This is an optimization exercise on Yosys and OpenROAD, whose aim is small area, not a production implementation.
The RTL was checked by simulation tests, not by an equivalence proof against the original design.

## old
==> flow/design.v <==
package issue_pkg;
    typedef enum logic [3:0] {
        OP_NOP    = 4'd0,
        OP_ALU    = 4'd1,
        OP_LOAD   = 4'd2,
        OP_STORE  = 4'd3,
        OP_BRANCH = 4'd4,
        OP_JUMP   = 4'd5,
        OP_JAL    = 4'd6,
        OP_MULDIV = 4'd7,
        OP_PRIV   = 4'd8
    } op_t;
    typedef struct packed {
        op_t         op;
        logic [4:0]  destreg;
        logic [4:0]  srcrega;
        logic [4:0]  srcregb;
        logic        writes_dest;
        logic [31:0] pc;
        logic [15:0] imm;
    } decode_data_t;
    typedef struct packed {
        op_t         op;
        logic [4:0]  destreg;
        logic        writes_dest;
        logic [31:0] pc;
        logic [15:0] imm;
        logic [31:0] rs_val;
        logic [31:0] rt_val;
        logic        rs_ready;
        logic        rt_ready;
    } issue_data_t;
endpackage
module issue_stage (
    input  logic                          clk,
    input  logic                          reset,
    input  logic                          stall,
    input  logic                          flush,
    input  logic [135:0]                  in_data,
    input  logic [1:0]                    hit,
    output logic                          full,
    output logic [19:0]                   reg_addr,
    input  logic [127:0]                  reg_data,
    input  logic [3:0]                    reg_ready,
    output logic [247:0]                  issue_out,
    output logic [32-1:0] single_count,
    output logic [32-1:0] dual_count
);
    logic [3:0][67:0] ebank;
    logic [3:0][67:0] obank;
    logic [2:0]       head;
    logic [3:0]       cnt;
    logic [2:0] tail;
    logic       accept;
    logic [67:0] ebus, obus;
    logic [3:0]  we_e, we_o;
    assign tail = head + cnt[2:0];
    always_comb
    begin
        case (hit)
            2'b11:   full = cnt[3] || (cnt[2:0] == 3'd7);
            2'b10:   full = cnt[3];
            2'b01:   full = cnt[3];
            default: full = 1'b0;
        endcase
    end
    assign accept = !full && !flush;
    assign ebus = (!tail[0] && hit[1]) ? in_data[135:68] : in_data[67:0];
    assign obus = ( tail[0] && hit[1]) ? in_data[135:68] : in_data[67:0];
    always_comb
    begin
        for (int j = 0; j < 4; j++)
        begin
            we_e[j] = accept && (((tail == 3'(2*j)) && hit != 2'b00) ||
                                 ((tail == 3'(2*j-1)) && hit == 2'b11));
            we_o[j] = accept && (((tail == 3'(2*j+1)) && hit != 2'b00) ||
                                 ((tail == 3'(2*j)) && hit == 2'b11));
        end
    end
    always_ff @(posedge clk)
    begin
        for (int j = 0; j < 4; j++)
        begin
            ebank[j] <= ({68{we_e[j]}} & ebus) | ({68{!we_e[j]}} & ebank[j]);
            obank[j] <= ({68{we_o[j]}} & obus) | ({68{!we_o[j]}} & obank[j]);
        end
    end
    logic [1:0]  re_idx;
    logic [67:0] e_rd, o_rd;
    issue_pkg::decode_data_t ea, eb;
    logic va, vb;
    assign re_idx = head[2:1] + {1'b0, head[0]};
    assign e_rd = ebank[re_idx];
    assign o_rd = obank[head[2:1]];
    assign ea = head[0] ? o_rd : e_rd;
    assign eb = head[0] ? e_rd : o_rd;
    assign va = cnt != 4'd0;
    assign vb = cnt[3] || cnt[2] || cnt[1];
    assign reg_addr = {va ? ea.srcrega : 5'd0, va ? ea.srcregb : 5'd0,
                       vb ? eb.srcrega : 5'd0, vb ? eb.srcregb : 5'd0};
    logic ctrl_a, ctrl_b, mem_a, mem_b, raw, en_a, en_b;
    assign ctrl_a = ea.op == issue_pkg::OP_BRANCH || ea.op == issue_pkg::OP_JUMP ||
                    ea.op == issue_pkg::OP_JAL;
    assign ctrl_b = eb.op == issue_pkg::OP_BRANCH || eb.op == issue_pkg::OP_JUMP ||
                    eb.op == issue_pkg::OP_JAL;
    assign mem_a = ea.op == issue_pkg::OP_LOAD || ea.op == issue_pkg::OP_STORE;
    assign mem_b = eb.op == issue_pkg::OP_LOAD || eb.op == issue_pkg::OP_STORE;
    assign raw = ea.writes_dest && (ea.destreg == eb.srcrega || ea.destreg == eb.srcregb);
    assign en_a = va && !(ctrl_a && !vb);
    assign en_b = en_a && vb && !(ctrl_b || (mem_a && mem_b) || raw ||
                                  ea.op == issue_pkg::OP_PRIV || eb.op == issue_pkg::OP_PRIV ||
                                  (ea.op == issue_pkg::OP_MULDIV && eb.op == issue_pkg::OP_MULDIV));
    logic [1:0] n_enq;
    logic [3:0] cnt_enq, cnt_m1, cnt_m2;
    logic       go;
    assign n_enq   = accept ? {hit[1] && hit[0], hit[1] ^ hit[0]} : 2'd0;
    assign cnt_enq = cnt + {2'b0, n_enq};
    assign cnt_m1  = cnt_enq - 4'd1;
    assign cnt_m2  = cnt_enq - 4'd2;
    assign go      = !stall && en_a;
    always_ff @(posedge clk)
    begin
        if (!reset || flush)
        begin
            head <= '0;
            cnt  <= '0;
        end
        else if (!go)
            cnt <= cnt_enq;
        else if (en_b)
        begin
            head <= head + 3'd2;
            cnt  <= cnt_m2;
        end
        else
        begin
            head <= head + 3'd1;
            cnt  <= cnt_m1;
        end
    end
    issue_pkg::issue_data_t sa, sb, oa, ob;
    always_comb
    begin
        sa.op          = ea.op;
        sa.destreg     = ea.destreg;
        sa.writes_dest = ea.writes_dest;
        sa.pc          = ea.pc;
        sa.imm         = ea.imm;
        sa.rs_val      = reg_data[127:96];
        sa.rs_ready    = reg_ready[3];
        if (ea.op == issue_pkg::OP_JAL)
        begin
            sa.rt_val   = ea.pc + 32'd8;
            sa.rt_ready = 1'b1;
        end
        else
        begin
            sa.rt_val   = reg_data[95:64];
            sa.rt_ready = reg_ready[2];
        end
        sb.op          = eb.op;
        sb.destreg     = eb.destreg;
        sb.writes_dest = eb.writes_dest;
        sb.pc          = eb.pc;
        sb.imm         = eb.imm;
        sb.rs_val      = reg_data[63:32];
        sb.rs_ready    = reg_ready[1];
        sb.rt_val      = reg_data[31:0];
        sb.rt_ready    = reg_ready[0];
    end
    logic hold, load_a, load_b;
    assign hold   = reset && !flush && stall;
    assign load_a = reset && !flush && !stall && en_a;
    assign load_b = reset && !flush && !stall && en_b;
    always_ff @(posedge clk)
    begin
        oa <= ({124{hold}} & oa) | ({124{load_a}} & sa);
        ob <= ({124{hold}} & ob) | ({124{load_b}} & sb);
    end
    assign issue_out = {oa, ob};
    always_ff @(posedge clk)
    begin
        if (!reset)
        begin
            single_count <= '0;
            dual_count   <= '0;
        end
        else if (!stall && !flush)
        begin
            if (en_a && en_b)
                dual_count <= dual_count + 32'd1;
            if (en_a && !en_b)
                single_count <= single_count + 32'd1;
        end
    end
endmodule
clock: 4.2 ns
lec_check: 0
cap_margin: 0
core_margin: 2
core_utilization: 75
place_density: 0.8
slew_margin: 0
standard.sh (not shown) runs the stock make flow with config.mk's settings and CLKGATE_MAP_FILE= SYNTH_SCRIPT=/design/flow/synth_recipe.tcl, a recipe that flattens the netlist after the stock synthesis.
==> flow/flow/run.sh <==
#!/bin/bash
set -euo pipefail
export BUFFER_PORTS_ARGS="-buffer_cell sky130_fd_sc_hd__buf_1"
export CTS_ARGS="-sink_clustering_enable -repair_clock_nets -dont_use_dummy_load -buf_list {sky130_fd_sc_hd__clkbuf_4} -root_buf sky130_fd_sc_hd__clkbuf_16 -sink_clustering_size 10 -sink_clustering_max_diameter 40"
bash standard.sh > standard_flow.log 2>&1
old: done, clean on timing, DRC and antenna
[inputs] new vs old
- PLACE_DENSITY: 0.8 -> unset
- CORE_UTILIZATION: 75 -> 60
==> flow/flow/run.sh <==
#!/bin/bash
set -euo pipefail
export BUFFER_PORTS_ARGS="-buffer_cell sky130_fd_sc_hd__buf_1"
export CTS_ARGS="-sink_clustering_enable -repair_clock_nets -dont_use_dummy_load -buf_list {sky130_fd_sc_hd__clkbuf_8} -sink_clustering_size 14 -sink_clustering_max_diameter 50"
bash standard.sh > standard_flow.log 2>&1
--- outcome ---
old vs new, critical path capture point: single_count[16] vs ob[10]. Compared with old, new shows a lower clock-buffer cell count. Taking new as 1.0, old lands at 1.11 on via density per instance. Placed standard-cell area: old and new compared, higher one is new.

afterwards: timing with drivers on the ports:
The results above use ideal ports. As a check the final layouts listed here were re-extracted and re-timed, cells and wires unchanged. Step 1 assumes that a clkbuf_16 drives the clock port and a buf_2 every other input. Step 2 also shifts input and output timing later by t, the mid clock arrival at the registers, as if the neighbouring blocks saw the same clock. a / b / c = ideal / step 1 / step 2; a / b = the first two.
| run | t (ns) | setup WS [ns] | hold WS [ns] | worst setup path at the end |
|---|---|---|---|---|
| old | 0.646 | 0.134 / 0.134 / 0.134 | 0.430 / 0.395 / 0.455 | register to register |
| new | 0.732 | 0.134 / 0.134 / 0.134 | 0.360 / 0.326 / 0.450 | register to register |
After both steps setup and hold are still met in every run listed.
